Context: an optimization exercise on an open-source flow, tuned for small area and few clock cycles per item. The choices shown serve that exercise and are no tape-out recipe. RTL that was checked went through simulation tests only; none was proved equivalent to the original. No functional check of the RTL was part of run 1.

==> config.mk <==
export PLATFORM = sky130hd
export DESIGN_NAME = dot_prod_top
export DESIGN_NICKNAME = dot_prod_top
export VERILOG_FILES = /design/flow/design.v
export SDC_FILE = /design/flow/constraint.sdc
export NUM_CORES = 4
export LEC_CHECK = 0
export CAP_MARGIN = 20
export CORE_MARGIN = 2
export CORE_UTILIZATION = 40
export SLEW_MARGIN = 20
==> constraint.sdc <==
create_clock -name core_clock -period 8.0 [get_ports {clk}]
set_input_delay 1.6000 -clock core_clock [delete_from_list [all_inputs] [get_ports {clk}]]
set_output_delay 1.6000 -clock core_clock [all_outputs]
set_load 0.01 [all_outputs]
==> design.v <==
`default_nettype none
package dot_pkg;
   localparam int sample_w = 12;
   localparam int prod_w = 25;
   localparam int sum_w = 32;
   localparam int out_w = 24;
   localparam int dot_len = 5;
   localparam int mult_lat = 3;
endpackage
`default_nettype wire
`default_nettype none
module cpx_multiply (
   input  logic [11:0] x,
   input  logic [11:0] y,
   input  logic        act,
   input  logic        sub,
   input  logic [26:0] base,
   output logic [26:0] sum
);
   logic [12:0] yb;                    
   logic [13:0] xe;                  
   logic [5:0] s1, s2, ng;
   assign yb = {yg, 1'b0};
   logic [11:0] yg;                  
   assign yg = y & {12{act}};
   assign xe = {x[11], x, 1'b0};
   logic [12:0] pp0;
   logic [12:0] pp1;
   logic [12:0] pp2;
   logic [12:0] pp3;
   logic [12:0] pp4;
   logic [12:0] pp5;
   for (genvar j = 0; j < 6; j++) begin : g_enc
      assign s1[j] = yb[2*j+1] ^ yb[2*j];
      assign s2[j] = ((yb[2*j+2] & ~yb[2*j+1] & ~yb[2*j]) |
                            (~yb[2*j+2] & yb[2*j+1] & yb[2*j]));
      assign ng[j] = yb[2*j+2] ^ sub;
   end
   for (genvar i = 0; i < 12; i++) begin : g_pp0
      assign pp0[i] = ((s1[0] & xe[i+1]) | (s2[0] & xe[i])) ^ ng[0];
   end
   assign pp0[12] = act & ~(((s1[0] & xe[13]) | (s2[0] & xe[12])) ^ ng[0]);
   for (genvar i = 0; i < 12; i++) begin : g_pp1
      assign pp1[i] = ((s1[1] & xe[i+1]) | (s2[1] & xe[i])) ^ ng[1];
   end
   assign pp1[12] = act & ~(((s1[1] & xe[13]) | (s2[1] & xe[12])) ^ ng[1]);
   for (genvar i = 0; i < 12; i++) begin : g_pp2
      assign pp2[i] = ((s1[2] & xe[i+1]) | (s2[2] & xe[i])) ^ ng[2];
   end
   assign pp2[12] = act & ~(((s1[2] & xe[13]) | (s2[2] & xe[12])) ^ ng[2]);
   for (genvar i = 0; i < 12; i++) begin : g_pp3
      assign pp3[i] = ((s1[3] & xe[i+1]) | (s2[3] & xe[i])) ^ ng[3];
   end
   assign pp3[12] = act & ~(((s1[3] & xe[13]) | (s2[3] & xe[12])) ^ ng[3]);
   for (genvar i = 0; i < 12; i++) begin : g_pp4
      assign pp4[i] = ((s1[4] & xe[i+1]) | (s2[4] & xe[i])) ^ ng[4];
   end
   assign pp4[12] = act & ~(((s1[4] & xe[13]) | (s2[4] & xe[12])) ^ ng[4]);
   for (genvar i = 0; i < 12; i++) begin : g_pp5
      assign pp5[i] = ((s1[5] & xe[i+1]) | (s2[5] & xe[i])) ^ ng[5];
   end
   assign pp5[12] = act & ~(((s1[5] & xe[13]) | (s2[5] & xe[12])) ^ ng[5]);
   logic t_c2;
   logic t_c4;
   logic t_c6;
   logic t_c8;
   logic t_c10;
   logic t_c12;
   logic t_c14;
   logic t_c16;
   logic t_c18;
   logic t_c20;
   logic t_c22;
   logic t_c24;
   logic t_c26;
   logic t_c28;
   logic t_c30;
   logic t_c32;
   logic t_c34;
   logic t_c36;
   logic t_c38;
   logic t_c40;
   logic t_c42;
   logic t_c44;
   logic t_c46;
   logic t_c48;
   logic t_c50;
   logic t_c52;
   logic t_c54;
   logic t_c56;
   logic t_c58;
   logic t_c60;
   logic t_c62;
   logic t_c64;
   logic t_c66;
   logic t_c68;
   logic t_c70;
   logic t_c72;
   logic t_c74;
   logic t_c76;
   logic t_c78;
   logic t_c80;
   logic t_c82;
   logic t_c84;
   logic t_c86;
   logic t_c88;
   logic t_c90;
   logic t_c92;
   logic t_c94;
   logic t_c96;
   logic t_c98;
   logic t_c100;
   logic t_c102;
   logic t_c104;
   logic t_c106;
   logic t_c108;
   logic t_c110;
   logic t_c112;
   logic t_c114;
   logic t_c116;
   logic t_c118;
   logic t_c120;
   logic t_c122;
   logic t_c124;
   logic t_c126;
   logic t_c128;
   logic t_c130;
   logic t_c132;
   logic t_c134;
   logic t_c136;
   logic t_c138;
   logic t_c140;
   logic t_c142;
   logic t_c144;
   logic t_c146;
   logic t_c148;
   logic t_c150;
   logic t_c152;
   logic t_c154;
   logic t_c156;
   logic t_c157;
   logic t_c158;
   logic t_c159;
   logic t_c160;
   logic t_c161;
   logic t_c162;
   logic t_c163;
   logic t_c164;
   logic t_c165;
   logic t_c166;
   logic t_c167;
   logic t_c168;
   logic t_c169;
   logic t_c172;
   logic t_c173;
   logic t_c176;
   logic t_c177;
   logic t_c180;
   logic t_c181;
   logic t_c184;
   logic t_c185;
   logic t_c188;
   logic t_c189;
   logic t_c192;
   logic t_c193;
   logic t_c196;
   logic t_c197;
   logic t_c200;
   logic t_c201;
   logic t_c204;
   logic t_c205;
   logic t_c208;
   logic t_c209;
   logic t_c212;
   logic t_c213;
   logic t_c216;
   logic t_c217;
   logic t_c220;
   logic t_c221;
   logic t_s1;
   logic t_s3;
   logic t_s5;
   logic t_s7;
   logic t_s9;
   logic t_s11;
   logic t_s13;
   logic t_s15;
   logic t_s17;
   logic t_s19;
   logic t_s21;
   logic t_s23;
   logic t_s25;
   logic t_s27;
   logic t_s29;
   logic t_s31;
   logic t_s33;
   logic t_s35;
   logic t_s37;
   logic t_s39;
   logic t_s41;
   logic t_s43;
   logic t_s45;
   logic t_s47;
   logic t_s49;
   logic t_s51;
   logic t_s53;
   logic t_s55;
   logic t_s57;
   logic t_s59;
   logic t_s61;
   logic t_s63;
   logic t_s65;
   logic t_s67;
   logic t_s69;
   logic t_s71;
   logic t_s73;
   logic t_s75;
   logic t_s77;
   logic t_s79;
   logic t_s81;
   logic t_s83;
   logic t_s85;
   logic t_s87;
   logic t_s89;
   logic t_s91;
   logic t_s93;
   logic t_s95;
   logic t_s97;
   logic t_s99;
   logic t_s101;
   logic t_s103;
   logic t_s105;
   logic t_s107;
   logic t_s109;
   logic t_s111;
   logic t_s113;
   logic t_s115;
   logic t_s117;
   logic t_s119;
   logic t_s121;
   logic t_s123;
   logic t_s125;
   logic t_s127;
   logic t_s129;
   logic t_s131;
   logic t_s133;
   logic t_s135;
   logic t_s137;
   logic t_s139;
   logic t_s141;
   logic t_s143;
   logic t_s145;
   logic t_s147;
   logic t_s149;
   logic t_s151;
   logic t_s153;
   logic t_s155;
   logic t_s170;
   logic t_s171;
   logic t_s174;
   logic t_s175;
   logic t_s178;
   logic t_s179;
   logic t_s182;
   logic t_s183;
   logic t_s186;
   logic t_s187;
   logic t_s190;
   logic t_s191;
   logic t_s194;
   logic t_s195;
   logic t_s198;
   logic t_s199;
   logic t_s202;
   logic t_s203;
   logic t_s206;
   logic t_s207;
   logic t_s210;
   logic t_s211;
   logic t_s214;
   logic t_s215;
   logic t_s218;
   logic t_s219;
   logic t_s222;
   logic t_s223;
   assign t_s1 = pp0[8] ^ pp1[6];
   assign t_c2 = pp0[8] & pp1[6];
   assign t_s3 = pp0[9] ^ pp1[7];
   assign t_c4 = pp0[9] & pp1[7];
   assign t_s5 = pp0[10] ^ pp1[8] ^ pp2[6];
   assign t_c6 = (pp0[10] & pp1[8]) | (pp0[10] & pp2[6]) | (pp1[8] & pp2[6]);
   assign t_s7 = pp3[4] ^ pp4[2];
   assign t_c8 = pp3[4] & pp4[2];
   assign t_s9 = pp0[11] ^ pp1[9] ^ pp2[7];
   assign t_c10 = (pp0[11] & pp1[9]) | (pp0[11] & pp2[7]) | (pp1[9] & pp2[7]);
   assign t_s11 = pp3[5] ^ pp4[3];
   assign t_c12 = pp3[5] & pp4[3];
   assign t_s13 = pp0[12] ^ pp1[10] ^ pp2[8];
   assign t_c14 = (pp0[12] & pp1[10]) | (pp0[12] & pp2[8]) | (pp1[10] & pp2[8]);
   assign t_s15 = pp3[6] ^ pp4[4];
   assign t_c16 = pp3[6] & pp4[4];
   assign t_s17 = pp1[11] ^ pp2[9] ^ pp3[7];
   assign t_c18 = (pp1[11] & pp2[9]) | (pp1[11] & pp3[7]) | (pp2[9] & pp3[7]);
   assign t_s19 = pp1[12] ^ pp2[10];
   assign t_c20 = pp1[12] & pp2[10];
   assign t_s21 = pp0[4] ^ pp1[2];
   assign t_c22 = pp0[4] & pp1[2];
   assign t_s23 = pp0[5] ^ pp1[3];
   assign t_c24 = pp0[5] & pp1[3];
   assign t_s25 = pp0[6] ^ pp1[4] ^ pp2[2];
   assign t_c26 = (pp0[6] & pp1[4]) | (pp0[6] & pp2[2]) | (pp1[4] & pp2[2]);
   assign t_s27 = pp3[0] ^ ng[3];
   assign t_c28 = pp3[0] & ng[3];
   assign t_s29 = pp0[7] ^ pp1[5] ^ pp2[3];
   assign t_c30 = (pp0[7] & pp1[5]) | (pp0[7] & pp2[3]) | (pp1[5] & pp2[3]);
   assign t_s31 = pp3[1] ^ base[7];
   assign t_c32 = pp3[1] & base[7];
   assign t_s33 = t_s1 ^ pp2[4] ^ pp3[2];
   assign t_c34 = (t_s1 & pp2[4]) | (t_s1 & pp3[2]) | (pp2[4] & pp3[2]);
   assign t_s35 = pp4[0] ^ ng[4] ^ base[8];
   assign t_c36 = (pp4[0] & ng[4]) | (pp4[0] & base[8]) | (ng[4] & base[8]);
   assign t_s37 = t_s3 ^ pp2[5] ^ pp3[3];
   assign t_c38 = (t_s3 & pp2[5]) | (t_s3 & pp3[3]) | (pp2[5] & pp3[3]);
   assign t_s39 = pp4[1] ^ base[9] ^ t_c2;
   assign t_c40 = (pp4[1] & base[9]) | (pp4[1] & t_c2) | (base[9] & t_c2);
   assign t_s41 = t_s5 ^ t_s7 ^ pp5[0];
   assign t_c42 = (t_s5 & t_s7) | (t_s5 & pp5[0]) | (t_s7 & pp5[0]);
   assign t_s43 = ng[5] ^ base[10] ^ t_c4;
   assign t_c44 = (ng[5] & base[10]) | (ng[5] & t_c4) | (base[10] & t_c4);
   assign t_s45 = t_s9 ^ t_s11 ^ pp5[1];
   assign t_c46 = (t_s9 & t_s11) | (t_s9 & pp5[1]) | (t_s11 & pp5[1]);
   assign t_s47 = base[11] ^ t_c6 ^ t_c8;
   assign t_c48 = (base[11] & t_c6) | (base[11] & t_c8) | (t_c6 & t_c8);
   assign t_s49 = t_s13 ^ t_s15 ^ pp5[2];
   assign t_c50 = (t_s13 & t_s15) | (t_s13 & pp5[2]) | (t_s15 & pp5[2]);
   assign t_s51 = base[12] ^ t_c10 ^ t_c12;
   assign t_c52 = (base[12] & t_c10) | (base[12] & t_c12) | (t_c10 & t_c12);
   assign t_s53 = t_s17 ^ pp4[5] ^ pp5[3];
   assign t_c54 = (t_s17 & pp4[5]) | (t_s17 & pp5[3]) | (pp4[5] & pp5[3]);
   assign t_s55 = base[13] ^ t_c14 ^ t_c16;
   assign t_c56 = (base[13] & t_c14) | (base[13] & t_c16) | (t_c14 & t_c16);
   assign t_s57 = t_s19 ^ pp3[8] ^ pp4[6];
   assign t_c58 = (t_s19 & pp3[8]) | (t_s19 & pp4[6]) | (pp3[8] & pp4[6]);
   assign t_s59 = pp5[4] ^ base[14] ^ t_c18;
   assign t_c60 = (pp5[4] & base[14]) | (pp5[4] & t_c18) | (base[14] & t_c18);
   assign t_s61 = pp2[11] ^ pp3[9] ^ pp4[7];
   assign t_c62 = (pp2[11] & pp3[9]) | (pp2[11] & pp4[7]) | (pp3[9] & pp4[7]);
   assign t_s63 = pp5[5] ^ base[15] ^ t_c20;
   assign t_c64 = (pp5[5] & base[15]) | (pp5[5] & t_c20) | (base[15] & t_c20);
   assign t_s65 = pp2[12] ^ pp3[10] ^ pp4[8];
   assign t_c66 = (pp2[12] & pp3[10]) | (pp2[12] & pp4[8]) | (pp3[10] & pp4[8]);
   assign t_s67 = pp5[6] ^ base[16];
   assign t_c68 = pp5[6] & base[16];
   assign t_s69 = pp3[11] ^ pp4[9] ^ pp5[7];
   assign t_c70 = (pp3[11] & pp4[9]) | (pp3[11] & pp5[7]) | (pp4[9] & pp5[7]);
   assign t_s71 = pp3[12] ^ pp4[10];
   assign t_c72 = pp3[12] & pp4[10];
   assign t_s73 = pp0[2] ^ pp1[0];
   assign t_c74 = pp0[2] & pp1[0];
   assign t_s75 = pp0[3] ^ pp1[1];
   assign t_c76 = pp0[3] & pp1[1];
   assign t_s77 = t_s21 ^ pp2[0] ^ ng[2];
   assign t_c78 = (t_s21 & pp2[0]) | (t_s21 & ng[2]) | (pp2[0] & ng[2]);
   assign t_s79 = t_s23 ^ pp2[1] ^ base[5];
   assign t_c80 = (t_s23 & pp2[1]) | (t_s23 & base[5]) | (pp2[1] & base[5]);
   assign t_s81 = t_s25 ^ t_s27 ^ base[6];
   assign t_c82 = (t_s25 & t_s27) | (t_s25 & base[6]) | (t_s27 & base[6]);
   assign t_s83 = t_s29 ^ t_s31 ^ t_c26;
   assign t_c84 = (t_s29 & t_s31) | (t_s29 & t_c26) | (t_s31 & t_c26);
   assign t_s85 = t_s33 ^ t_s35 ^ t_c30;
   assign t_c86 = (t_s33 & t_s35) | (t_s33 & t_c30) | (t_s35 & t_c30);
   assign t_s87 = t_s37 ^ t_s39 ^ t_c34;
   assign t_c88 = (t_s37 & t_s39) | (t_s37 & t_c34) | (t_s39 & t_c34);
   assign t_s89 = t_s41 ^ t_s43 ^ t_c38;
   assign t_c90 = (t_s41 & t_s43) | (t_s41 & t_c38) | (t_s43 & t_c38);
   assign t_s91 = t_s45 ^ t_s47 ^ t_c42;
   assign t_c92 = (t_s45 & t_s47) | (t_s45 & t_c42) | (t_s47 & t_c42);
   assign t_s93 = t_s49 ^ t_s51 ^ t_c46;
   assign t_c94 = (t_s49 & t_s51) | (t_s49 & t_c46) | (t_s51 & t_c46);
   assign t_s95 = t_s53 ^ t_s55 ^ t_c50;
   assign t_c96 = (t_s53 & t_s55) | (t_s53 & t_c50) | (t_s55 & t_c50);
   assign t_s97 = t_s57 ^ t_s59 ^ t_c54;
   assign t_c98 = (t_s57 & t_s59) | (t_s57 & t_c54) | (t_s59 & t_c54);
   assign t_s99 = t_s61 ^ t_s63 ^ t_c58;
   assign t_c100 = (t_s61 & t_s63) | (t_s61 & t_c58) | (t_s63 & t_c58);
   assign t_s101 = t_s65 ^ t_s67 ^ t_c62;
   assign t_c102 = (t_s65 & t_s67) | (t_s65 & t_c62) | (t_s67 & t_c62);
   assign t_s103 = t_s69 ^ base[17] ^ t_c66;
   assign t_c104 = (t_s69 & base[17]) | (t_s69 & t_c66) | (base[17] & t_c66);
   assign t_s105 = t_s71 ^ pp5[8] ^ base[18];
   assign t_c106 = (t_s71 & pp5[8]) | (t_s71 & base[18]) | (pp5[8] & base[18]);
   assign t_s107 = pp4[11] ^ pp5[9] ^ base[19];
   assign t_c108 = (pp4[11] & pp5[9]) | (pp4[11] & base[19]) | (pp5[9] & base[19]);
   assign t_s109 = pp4[12] ^ pp5[10];
   assign t_c110 = pp4[12] & pp5[10];
   assign t_s111 = pp0[0] ^ ng[0];
   assign t_c112 = pp0[0] & ng[0];
   assign t_s113 = pp0[1] ^ base[1];
   assign t_c114 = pp0[1] & base[1];
   assign t_s115 = t_s73 ^ ng[1] ^ base[2];
   assign t_c116 = (t_s73 & ng[1]) | (t_s73 & base[2]) | (ng[1] & base[2]);
   assign t_s117 = t_s75 ^ base[3] ^ t_c74;
   assign t_c118 = (t_s75 & base[3]) | (t_s75 & t_c74) | (base[3] & t_c74);
   assign t_s119 = t_s77 ^ base[4] ^ t_c76;
   assign t_c120 = (t_s77 & base[4]) | (t_s77 & t_c76) | (base[4] & t_c76);
   assign t_s121 = t_s79 ^ t_c22 ^ t_c78;
   assign t_c122 = (t_s79 & t_c22) | (t_s79 & t_c78) | (t_c22 & t_c78);
   assign t_s123 = t_s81 ^ t_c24 ^ t_c80;
   assign t_c124 = (t_s81 & t_c24) | (t_s81 & t_c80) | (t_c24 & t_c80);
   assign t_s125 = t_s83 ^ t_c28 ^ t_c82;
   assign t_c126 = (t_s83 & t_c28) | (t_s83 & t_c82) | (t_c28 & t_c82);
   assign t_s127 = t_s85 ^ t_c32 ^ t_c84;
   assign t_c128 = (t_s85 & t_c32) | (t_s85 & t_c84) | (t_c32 & t_c84);
   assign t_s129 = t_s87 ^ t_c36 ^ t_c86;
   assign t_c130 = (t_s87 & t_c36) | (t_s87 & t_c86) | (t_c36 & t_c86);
   assign t_s131 = t_s89 ^ t_c40 ^ t_c88;
   assign t_c132 = (t_s89 & t_c40) | (t_s89 & t_c88) | (t_c40 & t_c88);
   assign t_s133 = t_s91 ^ t_c44 ^ t_c90;
   assign t_c134 = (t_s91 & t_c44) | (t_s91 & t_c90) | (t_c44 & t_c90);
   assign t_s135 = t_s93 ^ t_c48 ^ t_c92;
   assign t_c136 = (t_s93 & t_c48) | (t_s93 & t_c92) | (t_c48 & t_c92);
   assign t_s137 = t_s95 ^ t_c52 ^ t_c94;
   assign t_c138 = (t_s95 & t_c52) | (t_s95 & t_c94) | (t_c52 & t_c94);
   assign t_s139 = t_s97 ^ t_c56 ^ t_c96;
   assign t_c140 = (t_s97 & t_c56) | (t_s97 & t_c96) | (t_c56 & t_c96);
   assign t_s141 = t_s99 ^ t_c60 ^ t_c98;
   assign t_c142 = (t_s99 & t_c60) | (t_s99 & t_c98) | (t_c60 & t_c98);
   assign t_s143 = t_s101 ^ t_c64 ^ t_c100;
   assign t_c144 = (t_s101 & t_c64) | (t_s101 & t_c100) | (t_c64 & t_c100);
   assign t_s145 = t_s103 ^ t_c68 ^ t_c102;
   assign t_c146 = (t_s103 & t_c68) | (t_s103 & t_c102) | (t_c68 & t_c102);
   assign t_s147 = t_s105 ^ t_c70 ^ t_c104;
   assign t_c148 = (t_s105 & t_c70) | (t_s105 & t_c104) | (t_c70 & t_c104);
   assign t_s149 = t_s107 ^ t_c72 ^ t_c106;
   assign t_c150 = (t_s107 & t_c72) | (t_s107 & t_c106) | (t_c72 & t_c106);
   assign t_s151 = t_s109 ^ base[20] ^ t_c108;
   assign t_c152 = (t_s109 & base[20]) | (t_s109 & t_c108) | (base[20] & t_c108);
   assign t_s153 = pp5[11] ^ base[21] ^ t_c110;
   assign t_c154 = (pp5[11] & base[21]) | (pp5[11] & t_c110) | (base[21] & t_c110);
   assign t_s155 = pp5[12] ^ base[22];
   assign t_c156 = pp5[12] & base[22];
   assign sum[0] = t_s111 ^ base[0];
   assign t_c157 = t_s111 & base[0];
   assign sum[1] = t_s113 ^ t_c112 ^ t_c157;
   assign t_c158 = (t_s113 & t_c112) | (t_s113 & t_c157) | (t_c112 & t_c157);
   assign sum[2] = t_s115 ^ t_c114 ^ t_c158;
   assign t_c159 = (t_s115 & t_c114) | (t_s115 & t_c158) | (t_c114 & t_c158);
   assign sum[3] = t_s117 ^ t_c116 ^ t_c159;
   assign t_c160 = (t_s117 & t_c116) | (t_s117 & t_c159) | (t_c116 & t_c159);
   assign sum[4] = t_s119 ^ t_c118 ^ t_c160;
   assign t_c161 = (t_s119 & t_c118) | (t_s119 & t_c160) | (t_c118 & t_c160);
   assign sum[5] = t_s121 ^ t_c120 ^ t_c161;
   assign t_c162 = (t_s121 & t_c120) | (t_s121 & t_c161) | (t_c120 & t_c161);
   assign sum[6] = t_s123 ^ t_c122 ^ t_c162;
   assign t_c163 = (t_s123 & t_c122) | (t_s123 & t_c162) | (t_c122 & t_c162);
   assign sum[7] = t_s125 ^ t_c124 ^ t_c163;
   assign t_c164 = (t_s125 & t_c124) | (t_s125 & t_c163) | (t_c124 & t_c163);
   assign sum[8] = t_s127 ^ t_c126 ^ t_c164;
   assign t_c165 = (t_s127 & t_c126) | (t_s127 & t_c164) | (t_c126 & t_c164);
   assign sum[9] = t_s129 ^ t_c128 ^ t_c165;
   assign t_c166 = (t_s129 & t_c128) | (t_s129 & t_c165) | (t_c128 & t_c165);
   assign sum[10] = t_s131 ^ t_c130 ^ t_c166;
   assign t_c167 = (t_s131 & t_c130) | (t_s131 & t_c166) | (t_c130 & t_c166);
   assign sum[11] = t_s133 ^ t_c132 ^ t_c167;
   assign t_c168 = (t_s133 & t_c132) | (t_s133 & t_c167) | (t_c132 & t_c167);
   assign sum[12] = t_s135 ^ t_c134 ^ t_c168;
   assign t_c169 = (t_s135 & t_c134) | (t_s135 & t_c168) | (t_c134 & t_c168);
   assign t_s170 = t_s137 ^ t_c136;
   assign t_c172 = t_s137 & t_c136;
   assign t_s171 = t_s137 ^ t_c136 ^ 1'b1;
   assign t_c173 = (t_s137 & t_c136) | (t_s137 & 1'b1) | (t_c136 & 1'b1);
   assign sum[13] = t_c169 ? t_s171 : t_s170;
   assign t_s174 = t_s139 ^ t_c138 ^ t_c172;
   assign t_c176 = (t_s139 & t_c138) | (t_s139 & t_c172) | (t_c138 & t_c172);
   assign t_s175 = t_s139 ^ t_c138 ^ t_c173;
   assign t_c177 = (t_s139 & t_c138) | (t_s139 & t_c173) | (t_c138 & t_c173);
   assign sum[14] = t_c169 ? t_s175 : t_s174;
   assign t_s178 = t_s141 ^ t_c140 ^ t_c176;
   assign t_c180 = (t_s141 & t_c140) | (t_s141 & t_c176) | (t_c140 & t_c176);
   assign t_s179 = t_s141 ^ t_c140 ^ t_c177;
   assign t_c181 = (t_s141 & t_c140) | (t_s141 & t_c177) | (t_c140 & t_c177);
   assign sum[15] = t_c169 ? t_s179 : t_s178;
   assign t_s182 = t_s143 ^ t_c142 ^ t_c180;
   assign t_c184 = (t_s143 & t_c142) | (t_s143 & t_c180) | (t_c142 & t_c180);
   assign t_s183 = t_s143 ^ t_c142 ^ t_c181;
   assign t_c185 = (t_s143 & t_c142) | (t_s143 & t_c181) | (t_c142 & t_c181);
   assign sum[16] = t_c169 ? t_s183 : t_s182;
   assign t_s186 = t_s145 ^ t_c144 ^ t_c184;
   assign t_c188 = (t_s145 & t_c144) | (t_s145 & t_c184) | (t_c144 & t_c184);
   assign t_s187 = t_s145 ^ t_c144 ^ t_c185;
   assign t_c189 = (t_s145 & t_c144) | (t_s145 & t_c185) | (t_c144 & t_c185);
   assign sum[17] = t_c169 ? t_s187 : t_s186;
   assign t_s190 = t_s147 ^ t_c146 ^ t_c188;
   assign t_c192 = (t_s147 & t_c146) | (t_s147 & t_c188) | (t_c146 & t_c188);
   assign t_s191 = t_s147 ^ t_c146 ^ t_c189;
   assign t_c193 = (t_s147 & t_c146) | (t_s147 & t_c189) | (t_c146 & t_c189);
   assign sum[18] = t_c169 ? t_s191 : t_s190;
   assign t_s194 = t_s149 ^ t_c148 ^ t_c192;
   assign t_c196 = (t_s149 & t_c148) | (t_s149 & t_c192) | (t_c148 & t_c192);
   assign t_s195 = t_s149 ^ t_c148 ^ t_c193;
   assign t_c197 = (t_s149 & t_c148) | (t_s149 & t_c193) | (t_c148 & t_c193);
   assign sum[19] = t_c169 ? t_s195 : t_s194;
   assign t_s198 = t_s151 ^ t_c150 ^ t_c196;
   assign t_c200 = (t_s151 & t_c150) | (t_s151 & t_c196) | (t_c150 & t_c196);
   assign t_s199 = t_s151 ^ t_c150 ^ t_c197;
   assign t_c201 = (t_s151 & t_c150) | (t_s151 & t_c197) | (t_c150 & t_c197);
   assign sum[20] = t_c169 ? t_s199 : t_s198;
   assign t_s202 = t_s153 ^ t_c152 ^ t_c200;
   assign t_c204 = (t_s153 & t_c152) | (t_s153 & t_c200) | (t_c152 & t_c200);
   assign t_s203 = t_s153 ^ t_c152 ^ t_c201;
   assign t_c205 = (t_s153 & t_c152) | (t_s153 & t_c201) | (t_c152 & t_c201);
   assign sum[21] = t_c169 ? t_s203 : t_s202;
   assign t_s206 = t_s155 ^ t_c154 ^ t_c204;
   assign t_c208 = (t_s155 & t_c154) | (t_s155 & t_c204) | (t_c154 & t_c204);
   assign t_s207 = t_s155 ^ t_c154 ^ t_c205;
   assign t_c209 = (t_s155 & t_c154) | (t_s155 & t_c205) | (t_c154 & t_c205);
   assign sum[22] = t_c169 ? t_s207 : t_s206;
   assign t_s210 = base[23] ^ t_c156 ^ t_c208;
   assign t_c212 = (base[23] & t_c156) | (base[23] & t_c208) | (t_c156 & t_c208);
   assign t_s211 = base[23] ^ t_c156 ^ t_c209;
   assign t_c213 = (base[23] & t_c156) | (base[23] & t_c209) | (t_c156 & t_c209);
   assign sum[23] = t_c169 ? t_s211 : t_s210;
   assign t_s214 = base[24] ^ t_c212;
   assign t_c216 = base[24] & t_c212;
   assign t_s215 = base[24] ^ t_c213;
   assign t_c217 = base[24] & t_c213;
   assign sum[24] = t_c169 ? t_s215 : t_s214;
   assign t_s218 = base[25] ^ t_c216;
   assign t_c220 = base[25] & t_c216;
   assign t_s219 = base[25] ^ t_c217;
   assign t_c221 = base[25] & t_c217;
   assign sum[25] = t_c169 ? t_s219 : t_s218;
   assign t_s222 = base[26] ^ t_c220;
   assign t_s223 = base[26] ^ t_c221;
   assign sum[26] = t_c169 ? t_s223 : t_s222;
endmodule
`default_nettype wire
`default_nettype none
module dot_prod_top #(
   parameter int sample_w = dot_pkg::sample_w,
   parameter int prod_w   = dot_pkg::prod_w,
   parameter int sum_w    = dot_pkg::sum_w,
   parameter int out_w    = dot_pkg::out_w,
   parameter int dot_len  = dot_pkg::dot_len
) (
   input  logic                       clk,
   input  logic                       rst_n_i,
   input  logic                       req_i,
   input  logic signed [sample_w-1:0] xi_i,
   input  logic signed [sample_w-1:0] xq_i,
   input  logic signed [sample_w-1:0] yi_i,
   input  logic signed [sample_w-1:0] yq_i,
   input  logic                       res_ack_i,
   output logic                       ack_o,
   output logic                       res_req_o,
   output logic signed [out_w-1:0]    res_i_o,
   output logic signed [out_w-1:0]    res_q_o
);
   localparam int acc_w = 2 * sample_w + 3;        
   localparam int shift = sum_w - out_w;           
   localparam int res_w = acc_w - shift;           
   localparam logic [acc_w-1:0] acc_init = 27'd78307328;
   logic req_s1, req_s2;
   logic ack_s1, ack_s2;
   logic [sample_w-1:0] r0, r1, r2, r3;
   logic [1:0] kph;       
   logic       a_is_i;    
   logic       pend;      
   logic [1:0] mcnt;      
   logic [2:0] bcnt;      
   logic       res_full;  
   logic       act;       
   logic       clr;       
   logic       sub;       
   logic       cap, last_step, blk_done;
   logic       ack_n, pend_n, res_full_n, res_req_n, acc_free_n;
   logic       act_n, clr_n, sub_n;
   logic [1:0] mcnt_n, kph_n;
   logic [2:0] bcnt_n;
   logic [acc_w-1:0] acc_a, acc_b, base, sum;
   always_ff @(posedge clk or negedge rst_n_i) begin
      if (!rst_n_i) begin
         req_s1 <= 1'b0;
         req_s2 <= 1'b0;
         ack_s1 <= 1'b0;
         ack_s2 <= 1'b0;
      end else begin
         req_s1 <= req_i;
         req_s2 <= req_s1;
         ack_s1 <= res_ack_i;
         ack_s2 <= ack_s1;
      end
   end
   assign last_step = act && (mcnt == 2'd3);
   assign blk_done  = last_step && (bcnt == 3'(dot_len - 1));
   assign cap       = req_s2 && !ack_o && (!pend || last_step) && !a_is_i;
   always_comb begin
      ack_n      = cap || (ack_o && req_s2);
      pend_n     = cap || (pend && !last_step);
      mcnt_n     = act ? mcnt + 2'd1 : mcnt;
      bcnt_n     = !last_step ? bcnt : blk_done ? 3'd0 : bcnt + 3'd1;
      res_full_n = blk_done || (res_full && !(res_req_o && ack_s2));
      res_req_n  = res_req_o ? !ack_s2 : ((res_full || blk_done) && !ack_s2);
      kph_n      = cap ? 2'd0 : kph + 2'd1;
      acc_free_n = !res_full_n || (res_req_n && ack_s1);
      act_n      = pend_n && (mcnt_n != 2'd0 || bcnt_n != 3'd0 || acc_free_n);
      clr_n      = act_n && (bcnt_n == 3'd0) && (mcnt_n < 2'd2);
      sub_n      = act_n && (kph_n == 2'd2);
   end
   always_ff @(posedge clk or negedge rst_n_i) begin
      if (!rst_n_i) begin
         ack_o     <= 1'b0;
         pend      <= 1'b0;
         mcnt      <= 2'd0;
         bcnt      <= 3'd0;
         res_full  <= 1'b0;
         res_req_o <= 1'b0;
         a_is_i    <= 1'b0;
         kph       <= 2'd0;
         act       <= 1'b0;
         clr       <= 1'b0;
         sub       <= 1'b0;
      end else begin
         ack_o     <= ack_n;
         pend      <= pend_n;
         mcnt      <= mcnt_n;
         bcnt      <= bcnt_n;
         res_full  <= res_full_n;
         res_req_o <= res_req_n;
         a_is_i    <= !a_is_i;
         kph       <= kph_n;
         act       <= act_n;
         clr       <= clr_n;
         sub       <= sub_n;
      end
   end
   always_ff @(posedge clk) begin
      if (cap) begin
         r0 <= xi_i;
         r1 <= yi_i;
         r2 <= xq_i;
         r3 <= yq_i;
      end else begin
         r0 <= r1;
         r1 <= r2;
         r2 <= r3;
         r3 <= r0;
      end
   end
   assign base = clr ? acc_init : acc_a;
   cpx_multiply u_mac (
      .x    (r0),
      .y    (r1),
      .act  (act),
      .sub  (sub),
      .base (base),
      .sum  (sum)
   );
   always_ff @(posedge clk) begin
      acc_a <= acc_b;
      acc_b <= sum;
   end
   logic [acc_w-1:0] si, sq;
   assign si = a_is_i ? acc_a : acc_b;
   assign sq = a_is_i ? acc_b : acc_a;
   assign res_i_o = {{(out_w-res_w){si[acc_w-1]}}, si[acc_w-1:shift]};
   assign res_q_o = {{(out_w-res_w){sq[acc_w-1]}}, sq[acc_w-1:shift]};
endmodule
`default_nettype wire
==> flow/run.sh <==
#!/bin/bash
# Layout flow: the standard flow (standard.sh) with three changes that
# only affect cell choice, not the design or its constraints:
#  - ABC maps the synthesized logic with an area-oriented script
#    (flow/abc_area_nf.script) instead of the speed script; synthesis is
#    otherwise synth_recipe.tcl unchanged (same passes, flatten, renames);
#  - the port buffers that ORFS inserts are sky130_fd_sc_hd__buf_1;
#  - the clock tree uses the buffers in flow/cts_buf and no dummy loads.
# make's output goes to standard.log here; each tool's full log is under
# orfs/logs.
set -euo pipefail
here=$(pwd)
{
  printf 'proc abc {args} {\n'
  printf '  set i [lsearch -exact $args -script]\n'
  printf '  if {$i >= 0} { lset args [expr {$i + 1}] %s/flow/abc_area_nf.script }\n' "$here"
  printf '  yosys abc {*}$args\n'
  printf '}\n'
  cat synth_recipe.tcl
} > my_synth.tcl
sed "s#SYNTH_SCRIPT=[^ ]*#SYNTH_SCRIPT=$here/my_synth.tcl#" standard.sh > my_standard.sh
grep -q "SYNTH_SCRIPT=$here/my_synth.tcl" my_standard.sh
# optional extra arguments for yosys synth (flow/synth_args), e.g. -noabc
# to leave the fine-grained logic to extract_fa and the final ABC run.
if [[ -s flow/synth_args ]]; then export SYNTH_ARGS="$(cat flow/synth_args)"; fi
export BUFFER_PORTS_ARGS="-buffer_cell sky130_fd_sc_hd__buf_1"
export CTS_ARGS="-sink_clustering_enable -repair_clock_nets -dont_use_dummy_load -buf_list {$(cat flow/cts_buf)}"
bash my_standard.sh > standard.log 2>&1
==> flow/abc_area_nf.script <==
&get -n
&st
&dch
&nf -a
&put
topo
stime -c
==> flow/cts_buf <==
sky130_fd_sc_hd__clkbuf_8
==> flow/synth_args <==
-noabc
==> standard.sh <==
#!/bin/bash
# synth_recipe.tcl (not shown) runs the flow's synth.tcl, then flattens the netlist and writes it again
# the make line also repeats each setting of config.mk as NAME=value (left out here)
make -C /OpenROAD-flow-scripts/flow DESIGN_CONFIG=/design/flow/config.mk WORK_HOME=/design/flow/orfs CLKGATE_MAP_FILE= SYNTH_SCRIPT=/design/flow/synth_recipe.tcl "${@:-finish}"
==> flow_summary.yaml, run 1 <==
floorplanning:
  rows: 50
  core_area_sq_um: 18800
  die_area_sq_um: 20300
  die_y_um: 142
  die_w_um: 142
  num_io_pins: 102
  start_util_pct: 40.9
logic_synthesis:
  syn-mean-instance-area_sq_um: 11.7
  synth_top_area_cell: "dfxtp_1"
  synth-main-ff-cell: "dfxtp_1"
  synth_common_cells: "dfxtp_1 (102), mux2_1 (87), xnor2_1 (81)"
  ys_seq_area_share_pct: 32.8
  synthesis.area_sq_um: 7670
  synth-edff-count: 0
  yosys-top-cells-area: "dfxtp_1 (27%), fa_1 (19%), mux2_1 (13%)"
  ys_ff_latch: 121
  synthArstFlopShare_pct: 15.7
  synth.distinct_cells: 30
  synth.top_cell.area_share_pct: 26.6
  yosysMostFrequentCell: "dfxtp_1"
  yosysWarnings: 1
  synth_cells: 653
  synth_nets: 817
grt:
  antenna_found_initial: 0
  grtUsageTotal_pct: 17.2
  grt.overflow.total: 0
  grt_pass1_wl_um: 27100
  first_global_vias: 5474
  grt_max_degree: 49
timing:
  post-route-min-period_ps: 7700
  setup_viol: 0
  drv_slew: 0
  hold_violations: 0
  timing.fmax_ghz: 0.130
  relSlewSlack_pct: 41.7
  rsz0062_at_grt: "no"
  tns_ps: 0
  tightestPinTransition_ps: 875
  fin_skew_ps: 28.7
  finalCritPeriodShare_pct: 96.3
critical_path:
  crit-reg2reg-launch: "act"
  setup.worst_path.start_class: "flip-flop"
  worstPathRequired_ps: 8310
  reg2reg_depth: 26
  r2r_end: "acc_b[26]"
  cp-end-kind: "flip-flop"
  arrival_ps: 8010
  critical_path_class: "reg2reg"
  path_max_fanout: 12
  r2r_slack_ps: 300
clocking:
  hold_buffers: 0
  clk_path_buf_depth: 2
  post_cts_buffers: 0
  htreeDepth: 4
  clock_tree.root_cell: "clkbuf_8"
  clock_latency_ps: 440
  cts_tree: "built"
  numCtsBuffers: 17
  clock_sinks: 121
  path_clk_slew_ps: 80
final_layout:
  syn_to_final_growth_pct: 14.8
  antenna_cells: 0
  fin_util_pct: 46.9
  drive_gt1_share_pct: 8.75
  stdcell_area_sq_um: 8810
  nets: 955
placement:
  io_buffers: 101
  dp_hpwl_um: 12800
  placed_cell_area_sq_um: 8540
  gp_congestion: 0.844
drt:
  drtIter0Drc: 220
  ant_nets: 0
  routed_wl_um: 16700
  first_pass_iters: 5
  wl_per_cell_um: 16.3
  viasPerCell: 5.19
  vias: 5310
  post-route-drc-count: 0
min_path:
  min_from: "acc_b[0]"
  holdPathEnd: "acc_a[0]"
  holdPathStages: 0
  hp-class: "reg2reg"
outcome:
  outcome: "finished clean"
run:
  drv_cap: 0
==> worst max-delay path: stages, from the launching register on <==
cell	delay, ps
dfrtp_2	430
buf_4	160
and2_1	140
buf_4	170
a22oi_1	230
xnor2_1	150
ha_1	270
fa_1	500
fa_2	420
fa_2	380
fa_1	430
fa_2	380
fa_2	370
fa_2	370
fa_2	380
fa_2	370
fa_2	370
fa_2	370
fa_2	390
o221ai_1	90
nand3b_1	150
a21oi_2	180
o21bai_1	110
a21o_1	210
ha_1	200
ha_1	200
xnor2_1	120
==> sequential cells by signal (all words and copies together), names as in the netlist, 2 cells and up <==
| name | flops |
|---|---|
| acc_a | 27 |
| bcnt | 3 |
| kph | 2 |
| mcnt | 2 |
| acc_b | 27 |
| r0 | 12 |
| r3 | 12 |
| r1 | 12 |
| r2 | 12 |
==> timing repair <==
| action | CTS | global route |
|---|---|---|
| resized for setup | 2 | 7 |
| gates cloned | 0 | 0 |
| pin swaps | 1 | 2 |
| endpoints found under the setup margin | 3 | 4 |
| hold endpoints to repair | 0 | 0 |
==> metal layers <==
metal | GRT usage (%) | vias up | routed length [um] | part of all wire, %
li1 | - | 2554 | - | -
met5 | 0 | - | 0 | 0
met4 | 6.46 | 0 | 283 | 1.7
met2 | 28.1 | 114 | 8250 | 49
met1 | 22.2 | 2623 | 7450 | 45
met3 | 4.04 | 19 | 718 | 4.3
==> worst max-delay path by stage <==
stage / end / slack [ps] / start
after floorplan: acc_b[26] / 40 / act
after global placement: acc_b[26] / 80 / act
after detailed placement: acc_b[26] / -0.5 / act
after CTS: acc_b[26] / 20 / act
after global routing: acc_b[26] / 40 / act
final: acc_b[26] / 300 / act
==> stage by stage <==
stage	hold slack, ps	worst slack (ps)	cells
finish	319	295	1023
global route	327	43.7	1023
CTS	323	16.7	1023
detailed placement	314	-0.511	1006
global placement	312	80.5	1006
floorplan	310	41.2	653
==> cell usage in the layout (no fill, tap or decap), types with 19 or more instances in the layout <==
master	instances
dfxtp_1	102
buf_1	100
mux2_1	87
xnor2_1	80
a22oi_1	66
fa_1	62
ha_1	40
nand2_1	30
buf_4	28
o21ai_0	21
nor2b_1	19
==> cells by family (layout without fill, tap and decap cells) <==
| logic type | count (synthesis) | in the layout | share of synthesized area, % |
|---|---|---|---|
| multiplexers | 87 | 87 | 12.8 |
| XOR/XNOR | 94 | 94 | 10.7 |
| adder cells (fa/ha/maj) | 112 | 112 | 25.3 |
| AND/OR/NAND/NOR | 89 | 89 | 5.86 |
| buffers and inverters | 29 | 165 | 1.91 |
| flip-flops | 121 | 121 | 32.8 |
| AO/OA/AOI/OAI | 121 | 121 | 10.6 |
==> layout make-up <==
type,instances,area (sq um)
fill,1731,9960
multi-input combinational,503,5090
sequential,121,2520
timing repair buffer,129,591
tap,234,293
clock buffer,17,234
inverter,19,77.6
==> inputs of run 2 (changes only) <==
--- a/design.v
+++ b/design.v
@@ -150,31 +150,34 @@
    logic t_c166;
-   logic t_c167;
-   logic t_c168;
    logic t_c169;
-   logic t_c172;
+   logic t_c170;
    logic t_c173;
-   logic t_c176;
+   logic t_c174;
    logic t_c177;
-   logic t_c180;
+   logic t_c178;
    logic t_c181;
-   logic t_c184;
+   logic t_c182;
    logic t_c185;
-   logic t_c188;
+   logic t_c186;
    logic t_c189;
-   logic t_c192;
+   logic t_c190;
    logic t_c193;
-   logic t_c196;
+   logic t_c194;
    logic t_c197;
-   logic t_c200;
+   logic t_c198;
    logic t_c201;
-   logic t_c204;
+   logic t_c202;
    logic t_c205;
-   logic t_c208;
+   logic t_c206;
    logic t_c209;
-   logic t_c212;
+   logic t_c210;
    logic t_c213;
-   logic t_c216;
+   logic t_c214;
    logic t_c217;
-   logic t_c220;
+   logic t_c218;
    logic t_c221;
+   logic t_c222;
+   logic t_c225;
+   logic t_c226;
+   logic t_c229;
+   logic t_c230;
    logic t_s1;
@@ -257,30 +260,36 @@
    logic t_s155;
-   logic t_s170;
+   logic t_s167;
+   logic t_s168;
    logic t_s171;
-   logic t_s174;
+   logic t_s172;
    logic t_s175;
-   logic t_s178;
+   logic t_s176;
    logic t_s179;
-   logic t_s182;
+   logic t_s180;
    logic t_s183;
-   logic t_s186;
+   logic t_s184;
    logic t_s187;
-   logic t_s190;
+   logic t_s188;
    logic t_s191;
-   logic t_s194;
+   logic t_s192;
    logic t_s195;
-   logic t_s198;
+   logic t_s196;
    logic t_s199;
-   logic t_s202;
+   logic t_s200;
    logic t_s203;
-   logic t_s206;
+   logic t_s204;
    logic t_s207;
-   logic t_s210;
+   logic t_s208;
    logic t_s211;
-   logic t_s214;
+   logic t_s212;
    logic t_s215;
-   logic t_s218;
+   logic t_s216;
    logic t_s219;
-   logic t_s222;
+   logic t_s220;
    logic t_s223;
+   logic t_s224;
+   logic t_s227;
+   logic t_s228;
+   logic t_s231;
+   logic t_s232;
    assign t_s1 = pp0[8] ^ pp1[6];
@@ -461,76 +470,85 @@
    assign t_c166 = (t_s129 & t_c128) | (t_s129 & t_c165) | (t_c128 & t_c165);
-   assign sum[10] = t_s131 ^ t_c130 ^ t_c166;
-   assign t_c167 = (t_s131 & t_c130) | (t_s131 & t_c166) | (t_c130 & t_c166);
-   assign sum[11] = t_s133 ^ t_c132 ^ t_c167;
-   assign t_c168 = (t_s133 & t_c132) | (t_s133 & t_c167) | (t_c132 & t_c167);
-   assign sum[12] = t_s135 ^ t_c134 ^ t_c168;
-   assign t_c169 = (t_s135 & t_c134) | (t_s135 & t_c168) | (t_c134 & t_c168);
-   assign t_s170 = t_s137 ^ t_c136;
-   assign t_c172 = t_s137 & t_c136;
-   assign t_s171 = t_s137 ^ t_c136 ^ 1'b1;
-   assign t_c173 = (t_s137 & t_c136) | (t_s137 & 1'b1) | (t_c136 & 1'b1);
-   assign sum[13] = t_c169 ? t_s171 : t_s170;
-   assign t_s174 = t_s139 ^ t_c138 ^ t_c172;
-   assign t_c176 = (t_s139 & t_c138) | (t_s139 & t_c172) | (t_c138 & t_c172);
-   assign t_s175 = t_s139 ^ t_c138 ^ t_c173;
-   assign t_c177 = (t_s139 & t_c138) | (t_s139 & t_c173) | (t_c138 & t_c173);
-   assign sum[14] = t_c169 ? t_s175 : t_s174;
-   assign t_s178 = t_s141 ^ t_c140 ^ t_c176;
-   assign t_c180 = (t_s141 & t_c140) | (t_s141 & t_c176) | (t_c140 & t_c176);
-   assign t_s179 = t_s141 ^ t_c140 ^ t_c177;
-   assign t_c181 = (t_s141 & t_c140) | (t_s141 & t_c177) | (t_c140 & t_c177);
-   assign sum[15] = t_c169 ? t_s179 : t_s178;
-   assign t_s182 = t_s143 ^ t_c142 ^ t_c180;
-   assign t_c184 = (t_s143 & t_c142) | (t_s143 & t_c180) | (t_c142 & t_c180);
-   assign t_s183 = t_s143 ^ t_c142 ^ t_c181;
-   assign t_c185 = (t_s143 & t_c142) | (t_s143 & t_c181) | (t_c142 & t_c181);
-   assign sum[16] = t_c169 ? t_s183 : t_s182;
-   assign t_s186 = t_s145 ^ t_c144 ^ t_c184;
-   assign t_c188 = (t_s145 & t_c144) | (t_s145 & t_c184) | (t_c144 & t_c184);
-   assign t_s187 = t_s145 ^ t_c144 ^ t_c185;
-   assign t_c189 = (t_s145 & t_c144) | (t_s145 & t_c185) | (t_c144 & t_c185);
-   assign sum[17] = t_c169 ? t_s187 : t_s186;
-   assign t_s190 = t_s147 ^ t_c146 ^ t_c188;
-   assign t_c192 = (t_s147 & t_c146) | (t_s147 & t_c188) | (t_c146 & t_c188);
-   assign t_s191 = t_s147 ^ t_c146 ^ t_c189;
-   assign t_c193 = (t_s147 & t_c146) | (t_s147 & t_c189) | (t_c146 & t_c189);
-   assign sum[18] = t_c169 ? t_s191 : t_s190;
-   assign t_s194 = t_s149 ^ t_c148 ^ t_c192;
-   assign t_c196 = (t_s149 & t_c148) | (t_s149 & t_c192) | (t_c148 & t_c192);
-   assign t_s195 = t_s149 ^ t_c148 ^ t_c193;
-   assign t_c197 = (t_s149 & t_c148) | (t_s149 & t_c193) | (t_c148 & t_c193);
-   assign sum[19] = t_c169 ? t_s195 : t_s194;
-   assign t_s198 = t_s151 ^ t_c150 ^ t_c196;
-   assign t_c200 = (t_s151 & t_c150) | (t_s151 & t_c196) | (t_c150 & t_c196);
-   assign t_s199 = t_s151 ^ t_c150 ^ t_c197;
-   assign t_c201 = (t_s151 & t_c150) | (t_s151 & t_c197) | (t_c150 & t_c197);
-   assign sum[20] = t_c169 ? t_s199 : t_s198;
-   assign t_s202 = t_s153 ^ t_c152 ^ t_c200;
-   assign t_c204 = (t_s153 & t_c152) | (t_s153 & t_c200) | (t_c152 & t_c200);
-   assign t_s203 = t_s153 ^ t_c152 ^ t_c201;
-   assign t_c205 = (t_s153 & t_c152) | (t_s153 & t_c201) | (t_c152 & t_c201);
-   assign sum[21] = t_c169 ? t_s203 : t_s202;
-   assign t_s206 = t_s155 ^ t_c154 ^ t_c204;
-   assign t_c208 = (t_s155 & t_c154) | (t_s155 & t_c204) | (t_c154 & t_c204);
-   assign t_s207 = t_s155 ^ t_c154 ^ t_c205;
-   assign t_c209 = (t_s155 & t_c154) | (t_s155 & t_c205) | (t_c154 & t_c205);
-   assign sum[22] = t_c169 ? t_s207 : t_s206;
-   assign t_s210 = base[23] ^ t_c156 ^ t_c208;
-   assign t_c212 = (base[23] & t_c156) | (base[23] & t_c208) | (t_c156 & t_c208);
-   assign t_s211 = base[23] ^ t_c156 ^ t_c209;
-   assign t_c213 = (base[23] & t_c156) | (base[23] & t_c209) | (t_c156 & t_c209);
-   assign sum[23] = t_c169 ? t_s211 : t_s210;
-   assign t_s214 = base[24] ^ t_c212;
-   assign t_c216 = base[24] & t_c212;
-   assign t_s215 = base[24] ^ t_c213;
-   assign t_c217 = base[24] & t_c213;
-   assign sum[24] = t_c169 ? t_s215 : t_s214;
-   assign t_s218 = base[25] ^ t_c216;
-   assign t_c220 = base[25] & t_c216;
-   assign t_s219 = base[25] ^ t_c217;
-   assign t_c221 = base[25] & t_c217;
-   assign sum[25] = t_c169 ? t_s219 : t_s218;
-   assign t_s222 = base[26] ^ t_c220;
-   assign t_s223 = base[26] ^ t_c221;
-   assign sum[26] = t_c169 ? t_s223 : t_s222;
+   assign t_s167 = t_s131 ^ t_c130;
+   assign t_c169 = t_s131 & t_c130;
+   assign t_s168 = t_s131 ^ t_c130 ^ 1'b1;
+   assign t_c170 = (t_s131 & t_c130) | (t_s131 & 1'b1) | (t_c130 & 1'b1);
+   assign sum[10] = t_c166 ? t_s168 : t_s167;
+   assign t_s171 = t_s133 ^ t_c132 ^ t_c169;
+   assign t_c173 = (t_s133 & t_c132) | (t_s133 & t_c169) | (t_c132 & t_c169);
+   assign t_s172 = t_s133 ^ t_c132 ^ t_c170;
+   assign t_c174 = (t_s133 & t_c132) | (t_s133 & t_c170) | (t_c132 & t_c170);
+   assign sum[11] = t_c166 ? t_s172 : t_s171;
+   assign t_s175 = t_s135 ^ t_c134 ^ t_c173;
+   assign t_c177 = (t_s135 & t_c134) | (t_s135 & t_c173) | (t_c134 & t_c173);
+   assign t_s176 = t_s135 ^ t_c134 ^ t_c174;
+   assign t_c178 = (t_s135 & t_c134) | (t_s135 & t_c174) | (t_c134 & t_c174);
+   assign sum[12] = t_c166 ? t_s176 : t_s175;
+   assign t_s179 = t_s137 ^ t_c136 ^ t_c177;
+   assign t_c181 = (t_s137 & t_c136) | (t_s137 & t_c177) | (t_c136 & t_c177);
+   assign t_s180 = t_s137 ^ t_c136 ^ t_c178;
+   assign t_c182 = (t_s137 & t_c136) | (t_s137 & t_c178) | (t_c136 & t_c178);
+   assign sum[13] = t_c166 ? t_s180 : t_s179;
+   assign t_s183 = t_s139 ^ t_c138 ^ t_c181;
+   assign t_c185 = (t_s139 & t_c138) | (t_s139 & t_c181) | (t_c138 & t_c181);
+   assign t_s184 = t_s139 ^ t_c138 ^ t_c182;
+   assign t_c186 = (t_s139 & t_c138) | (t_s139 & t_c182) | (t_c138 & t_c182);
+   assign sum[14] = t_c166 ? t_s184 : t_s183;
+   assign t_s187 = t_s141 ^ t_c140 ^ t_c185;
+   assign t_c189 = (t_s141 & t_c140) | (t_s141 & t_c185) | (t_c140 & t_c185);
+   assign t_s188 = t_s141 ^ t_c140 ^ t_c186;
+   assign t_c190 = (t_s141 & t_c140) | (t_s141 & t_c186) | (t_c140 & t_c186);
+   assign sum[15] = t_c166 ? t_s188 : t_s187;
+   assign t_s191 = t_s143 ^ t_c142 ^ t_c189;
+   assign t_c193 = (t_s143 & t_c142) | (t_s143 & t_c189) | (t_c142 & t_c189);
+   assign t_s192 = t_s143 ^ t_c142 ^ t_c190;
+   assign t_c194 = (t_s143 & t_c142) | (t_s143 & t_c190) | (t_c142 & t_c190);
+   assign sum[16] = t_c166 ? t_s192 : t_s191;
+   assign t_s195 = t_s145 ^ t_c144 ^ t_c193;
+   assign t_c197 = (t_s145 & t_c144) | (t_s145 & t_c193) | (t_c144 & t_c193);
+   assign t_s196 = t_s145 ^ t_c144 ^ t_c194;
+   assign t_c198 = (t_s145 & t_c144) | (t_s145 & t_c194) | (t_c144 & t_c194);
+   assign sum[17] = t_c166 ? t_s196 : t_s195;
+   assign t_s199 = t_s147 ^ t_c146 ^ t_c197;
+   assign t_c201 = (t_s147 & t_c146) | (t_s147 & t_c197) | (t_c146 & t_c197);
+   assign t_s200 = t_s147 ^ t_c146 ^ t_c198;
+   assign t_c202 = (t_s147 & t_c146) | (t_s147 & t_c198) | (t_c146 & t_c198);
+   assign sum[18] = t_c166 ? t_s200 : t_s199;
+   assign t_s203 = t_s149 ^ t_c148 ^ t_c201;
+   assign t_c205 = (t_s149 & t_c148) | (t_s149 & t_c201) | (t_c148 & t_c201);
+   assign t_s204 = t_s149 ^ t_c148 ^ t_c202;
+   assign t_c206 = (t_s149 & t_c148) | (t_s149 & t_c202) | (t_c148 & t_c202);
+   assign sum[19] = t_c166 ? t_s204 : t_s203;
+   assign t_s207 = t_s151 ^ t_c150 ^ t_c205;
+   assign t_c209 = (t_s151 & t_c150) | (t_s151 & t_c205) | (t_c150 & t_c205);
+   assign t_s208 = t_s151 ^ t_c150 ^ t_c206;
+   assign t_c210 = (t_s151 & t_c150) | (t_s151 & t_c206) | (t_c150 & t_c206);
+   assign sum[20] = t_c166 ? t_s208 : t_s207;
+   assign t_s211 = t_s153 ^ t_c152 ^ t_c209;
+   assign t_c213 = (t_s153 & t_c152) | (t_s153 & t_c209) | (t_c152 & t_c209);
+   assign t_s212 = t_s153 ^ t_c152 ^ t_c210;
+   assign t_c214 = (t_s153 & t_c152) | (t_s153 & t_c210) | (t_c152 & t_c210);
+   assign sum[21] = t_c166 ? t_s212 : t_s211;
+   assign t_s215 = t_s155 ^ t_c154 ^ t_c213;
+   assign t_c217 = (t_s155 & t_c154) | (t_s155 & t_c213) | (t_c154 & t_c213);
+   assign t_s216 = t_s155 ^ t_c154 ^ t_c214;
+   assign t_c218 = (t_s155 & t_c154) | (t_s155 & t_c214) | (t_c154 & t_c214);
+   assign sum[22] = t_c166 ? t_s216 : t_s215;
+   assign t_s219 = base[23] ^ t_c156 ^ t_c217;
+   assign t_c221 = (base[23] & t_c156) | (base[23] & t_c217) | (t_c156 & t_c217);
+   assign t_s220 = base[23] ^ t_c156 ^ t_c218;
+   assign t_c222 = (base[23] & t_c156) | (base[23] & t_c218) | (t_c156 & t_c218);
+   assign sum[23] = t_c166 ? t_s220 : t_s219;
+   assign t_s223 = base[24] ^ t_c221;
+   assign t_c225 = base[24] & t_c221;
+   assign t_s224 = base[24] ^ t_c222;
+   assign t_c226 = base[24] & t_c222;
+   assign sum[24] = t_c166 ? t_s224 : t_s223;
+   assign t_s227 = base[25] ^ t_c225;
+   assign t_c229 = base[25] & t_c225;
+   assign t_s228 = base[25] ^ t_c226;
+   assign t_c230 = base[25] & t_c226;
+   assign sum[25] = t_c166 ? t_s228 : t_s227;
+   assign t_s231 = base[26] ^ t_c229;
+   assign t_s232 = base[26] ^ t_c230;
+   assign sum[26] = t_c166 ? t_s232 : t_s231;
 endmodule
==> flow/abc_area_nf.script (replaced) <==
strash
dch -f
amap
topo
stime -c
==> run 2 against run 1 <==
Critical path depth increased by 7; synthesized cell count increased by 28%; flip-flop and latch count unchanged; cell count increased by 20%; utilization increased by 0.13 points; clock skew increased by 1.7 ps; synthesized area decreased by 1.9%; sequential share of layout area increased by 0.18 points; non-clock buffer count increased by 16; hold slack improved by 5.3 ps; clock-buffer cell count unchanged; critical endpoint unchanged.
==> flow_summary.yaml, run 2 <==
timing:
  timing.fmax_ghz: 0.132
  relSlewSlack_pct: 55.1
  setup_viol: 0
  tightestPinTransition_ps: 674
  fin_skew_ps: 30.4
  hold_violations: 0
  finalCritPeriodShare_pct: 94.4
  tns_ps: 0
  worst_slack_ps: 445
  post-route-min-period_ps: 7550
  drv_slew: 0
critical_path:
  path_max_fanout: 4
  crit_top_cell: "nor2_1"
  worstPathRequired_ps: 8330
  cp-end-kind: "flip-flop"
  setup.worst_path.start_class: "flip-flop"
  arrival_ps: 7890
  cpMaxStageDelayCell: "fa_1"
  cp_slowest_stage_delay_ps: 440
  critical_path_class: "reg2reg"
placement:
  pre_cts_ws_ps: 109
  dp_hpwl_um: 13900
  gp_congestion: 0.858
  io_buffers: 101
floorplanning:
  num_io_pins: 102
  die_y_um: 141
  core_area_sq_um: 18600
  start_util_pct: 40.5
  rows: 50
  die_w_um: 141
  die_area_sq_um: 19900
logic_synthesis:
  ys_ff_latch: 121
  yosysMostFrequentCell: "nor2_1"
  yosys.area_share.simple_pct: 12.0
  synthArstFlopShare_pct: 15.7
  synth_compound_area_share_pct: 24.3
  synth.top_cell.area_share_pct: 27.1
  synth-edff-count: 0
  ys_seq_area_share_pct: 33.4
  syn-mean-instance-area_sq_um: 8.98
  synth_xor_area_share_pct: 0
  synth-adder-area-share_pct: 25.5
  synth_cells: 838
  synth_top_family_by_area: "adder cells"
  synth-main-ff-cell: "dfxtp_1"
  synth_top_area_cell: "dfxtp_1"
  synthesis.area_sq_um: 7530
  synthMuxAreaShare_pct: 0
  yosysWarnings: 1
  synth_nets: 1002
  yosys-top-cells-area: "dfxtp_1 (27%), fa_1 (18%), ha_1 (7.1%)"
  synth.distinct_cells: 26
  synth_common_cells: "nor2_1 (117), dfxtp_1 (102), o21ai_0 (83)"
clocking:
  htreeDepth: 4
  path_clk_slew_ps: 70
  clock_tree.root_cell: "clkbuf_8"
  numCtsBuffers: 17
  clock_latency_ps: 450
  clk_path_buf_depth: 2
  cts_tree: "built"
  clock_sinks: 121
  hold_buffers: 0
drt:
  first_pass_iters: 6
  post-route-drc-count: 0
  viasPerCell: 5.19
  wl_per_cell_um: 15.0
  ant_nets: 0
  vias: 6357
  routed_wl_um: 18400
  drtIter0Drc: 338
grt:
  antenna_found_initial: 0
  grt_pass1_wl_um: 30200
  grtUsageTotal_pct: 19.2
  grt_max_degree: 66
  first_global_vias: 6115
  grt.overflow.total: 0
run:
  drv_cap: 0
final_layout:
  reg_top3: "acc_a (27), acc_b (27)"
  nets: 1156
  drive_gt1_share_pct: 7.78
  syn_to_final_growth_pct: 16.2
  final_common_cell: "nor2_1"
  antenna_cells: 0
  final_cell_mix: "nor2_1 (116), dfxtp_1 (102), buf_1 (100)"
min_path:
  hp-class: "reg2reg"
outcome:
  outcome: "finished clean"
run 2: worst max-delay path, delay by kind of cell, from the launching register on:
kind | cells | cell delay, ps
buf+inv | 4 | 370
simple gates | 11 | 1090
flops | 1 | 390
compound gates | 4 | 600
fa+ha+maj | 14 | 5020
run 2: layout make-up:
cell class                 count  area [sq um]
multi-input combinational    633          4710
fill                        1806          9840
clock buffer                  17           234
timing repair buffer         145           711
inverter                      74           278
tap                          234           293
sequential                   121          2520
run 2: logic make-up after synthesis:
| logic type | Yosys count |
|---|---|
| buf+inv | 84 |
| compound gates | 300 |
| flops | 121 |
| simple gates | 221 |
| fa+ha+maj | 112 |
run 2: what timing repair did:
action,in CTS,in global routing
gates resized for setup,0,19
buffers inserted,0,2
setup endpoints to repair,0,6
run 2: per-layer routing:
| layer | track usage [%] | share of wire, % | vias to the layer above |
|---|---|---|---|
| li1 | - | - | 3256 |
| met1 | 25.8 | 46 | 2917 |
| met2 | 30.4 | 47 | 164 |
| met3 | 4.59 | 5.4 | 20 |
| met4 | 6.63 | 1.5 | 0 |
| met5 | 0 | 0 | - |
run 2: metrics by stage:
step                      area [sq um]  hold slack, ps  std cells  util [%]
final                             8740             324       1224      47.1
after global routing              8740             327       1224      47.1
after CTS                         8700             326       1222      46.8
after detailed placement          8470             315       1205      45.6
after global placement            8470             310       1205      45.6
after floorplan                   7550             310        838         -
run 2: path summary, 6_finish.rpt:
kind                       startpoint         to  slack [ps]  cells after the start
min in group asynchronous     rst_n_i     ack_s1        1090                      1
hold / removal               acc_b[6]   acc_a[6]         320                      0
setup / recovery                  act  acc_b[26]         450                     33
setup reg to reg                  act  acc_b[26]         450                     33
hold reg to reg              acc_b[6]   acc_a[6]         320                      0
max in group asynchronous     rst_n_i        act        6550                      1
Testbench counts of run 2, summed over its fixed seeds: cycles 9,612, results 320.
==> inputs of run 3 (changes only) <==
==> flow/abc_area_nf.script (replaced) <==
&get -n
&st
&dch
&nf -a
&st
&dch
&nf -a
&put
topo
stime -c
==> run 3 against run 2 <==
Still clean; clock-buffer cell count did not move; sequential share of layout area shrank 0.45 points; global-route usage down 2.4 points; fmax fell by 1.4%; critical endpoint unchanged; largest cell class unchanged.
==> flow_summary.yaml, run 3 <==
outcome:
  outcome: "finished clean"
clocking:
  cts_tree: "built"
  numCtsBuffers: 17
  path_clk_slew_ps: 70
  clock_sinks: 121
  htreeDepth: 4
  clock_tree.root_cell: "clkbuf_8"
  hold_buffers: 0
  clock_latency_ps: 440
  clk_path_buf_depth: 2
critical_path:
  critical_path_class: "reg2reg"
  cp-end-kind: "flip-flop"
  crit_top_cell: "fa_2"
  arrival_ps: 7980
  path_max_fanout: 4
  cp_slowest_stage_delay_ps: 440
  cpMaxStageDelayCell: "dfrtp_2"
  setup.worst_path.start_class: "flip-flop"
  worstPathRequired_ps: 8310
grt:
  antenna_found_initial: 0
  grt.overflow.total: 0
  grt_max_degree: 40
  grtUsageTotal_pct: 16.8
  grt_pass1_wl_um: 26600
  first_global_vias: 5509
final_layout:
  stdcell_area_sq_um: 8890
  nets: 954
  multi_input_area_sq_um: 5100
  fillers: 1715
  regArea_sq_um: 2520
  reg_top3: "acc_a (27), acc_b (27)"
  syn_to_final_growth_pct: 16.6
  drive_gt1_share_pct: 10.8
  final_cell_mix: "dfxtp_1 (102), buf_1 (100), mux2_1 (85)"
  final_common_cell: "dfxtp_1"
  antenna_cells: 0
logic_synthesis:
  yosysWarnings: 1
  synth_common_cells: "dfxtp_1 (102), mux2_1 (85), xnor2_1 (81)"
  synth.top_cell.area_share_pct: 26.8
  synth-edff-count: 0
  yosys-top-cells-area: "dfxtp_1 (27%), fa_1 (18%), mux2_1 (13%)"
  synth.distinct_cells: 35
  ys_ff_latch: 121
  synthesis.area_sq_um: 7620
  syn-mean-instance-area_sq_um: 11.9
  yosysMostFrequentCell: "dfxtp_1"
  synth_cells: 641
  ys_seq_area_share_pct: 33.0
  synth_top_area_cell: "dfxtp_1"
  synth_nets: 805
  synth-main-ff-cell: "dfxtp_1"
  synthArstFlopShare_pct: 15.7
timing:
  timing.fmax_ghz: 0.130
  relSlewSlack_pct: 59.6
  hold_violations: 0
  hold-worst-slack_ps: 326
  drv_slew: 0
  tns_ps: 0
  tightestPinTransition_ps: 606
  finalCritPeriodShare_pct: 95.8
  setup_viol: 0
  fin_skew_ps: 25.7
  post-route-min-period_ps: 7670
drt:
  wl_per_cell_um: 15.8
  viasPerCell: 5.20
  drtIter0Drc: 307
  routed_wl_um: 16100
  vias: 5312
  ant_nets: 0
  first_pass_iters: 6
  post-route-drc-count: 0
placement:
  placed_cell_area_sq_um: 8550
  gp_congestion: 0.872
  io_buffers: 101
  dp_hpwl_um: 12400
floorplanning:
  rows: 50
  start_util_pct: 40.7
  die_y_um: 142
  die_area_sq_um: 20200
  core_area_sq_um: 18700
  die_w_um: 142
  num_io_pins: 102
min_path:
  hp-class: "reg2reg"
run:
  drv_cap: 0
## run 3: cell count changes in the layout (fill, tap and decap cells not counted), moves of 10 or more
cell / before / now
xor2_1: 0 / 11
o22ai_1: 74 / 6
o21ai_0: 71 / 9
o22a_1: 48 / 0
xnor2_1: 0 / 80
a22oi_1: 0 / 67
a21oi_1: 72 / 4
nor2_1: 116 / 13
nand2_1: 72 / 22
nor2b_1: 9 / 19
mux2_1: 0 / 85
clkinv_1: 69 / 16
o21ai_1: 11 / 0
## run 3: final cells by class
| type | instances | area share [%] |
|---|---|---|
| sequential | 121 | 28.3 |
| timing repair buffer | 140 | 7.62 |
| clock buffer | 17 | 2.63 |
| tap | 234 | 3.29 |
| multi-input combinational | 493 | 57.3 |
| inverter | 17 | 0.774 |
## run 3: critical path: cells and delay by family (launching register included)
| family | cells | cell delay [ps] |
|---|---|---|
| adders and majority gates | 14 | 4510 |
| xor gates and xnor gates | 2 | 310 |
| DFF | 1 | 440 |
| buffers and inverters | 2 | 140 |
| AOI/OAI and AO/OA | 13 | 1810 |
| and+or+nand+nor | 2 | 350 |
## run 3: worst paths after layout
check                         start         to  slack [ps]  cells past startpoint
max                             act  acc_b[26]         330                     33
min                        acc_b[4]   acc_a[4]         330                      0
max reg2reg                     act  acc_b[26]         330                     33
min reg2reg                acc_b[4]   acc_a[4]         330                      0
max in group asynchronous   rst_n_i        act        6530                      1
min in group asynchronous   rst_n_i     kph[1]        1110                      1
## run 3: timing repair
action	4_1_cts	5_1_grt
buffers inserted	2	6
pin swaps	3	13
cloned	0	0
endpoints found under the setup margin	2	3
resized for setup	4	8
## run 3: metal layers
metal | track usage (%) | wire (um) | vias up
li1 | - | - | 2538
met2 | 28.2 | 8340 | 119
met5 | 0 | 0 | -
met1 | 21.2 | 6930 | 2641
met4 | 5.68 | 215 | 0
met3 | 4.14 | 653 | 14
## run 3: kinds of logic after synthesis
family | synth area share, %
and+or+nand+nor | 5.68
buffers and inverters | 1.82
AOI/OAI and AO/OA | 10.9
muxes | 12.7
DFF | 33.0
adders and majority gates | 25.2
xor gates and xnor gates | 10.7
## run 3: per-stage QoR
step | utilization [%] | worst slack, ps | instances
2_1_floorplan | - | 10.5 | 641
3_3_place_gp | 45.7 | 31.6 | 997
3_5_place_dp | 45.7 | -41.4 | 997
4_1_cts | 47.1 | 2.41 | 1016
5_1_grt | 47.5 | -14.5 | 1022
6_report | 47.5 | 334 | 1022

[afterwards: timing with drivers on the ports]
No port has a modelled driver above. Below, the same layouts with a new extraction and two added sets of constraints. Step 1 assumes that a clkbuf_16 drives the clock port and a buf_2 every other input. Step 2 also shifts input and output timing later by t, the mid clock arrival at the registers, as if the neighbouring blocks saw the same clock. Slacks: ideal ports / drivers / drivers and shift; pairs: ideal ports / drivers.
run	t, ns	slack for setup (ns)	hold WS [ns]	clock arrival spread, ns	worst slew at a driven data input, ns
run 1	0.469	0.295 / 0.295 / 0.295	0.319 / 0.319 / 0.319	0.029 / 0.029	0.04
run 2	0.474	0.445 / 0.445 / 0.445	0.324 / 0.324 / 0.324	0.031 / 0.031	0.05
run 3	0.462	0.334 / 0.334 / 0.334	0.326 / 0.326 / 0.326	0.026 / 0.026	0.04
After both steps every run listed still meets setup and hold.
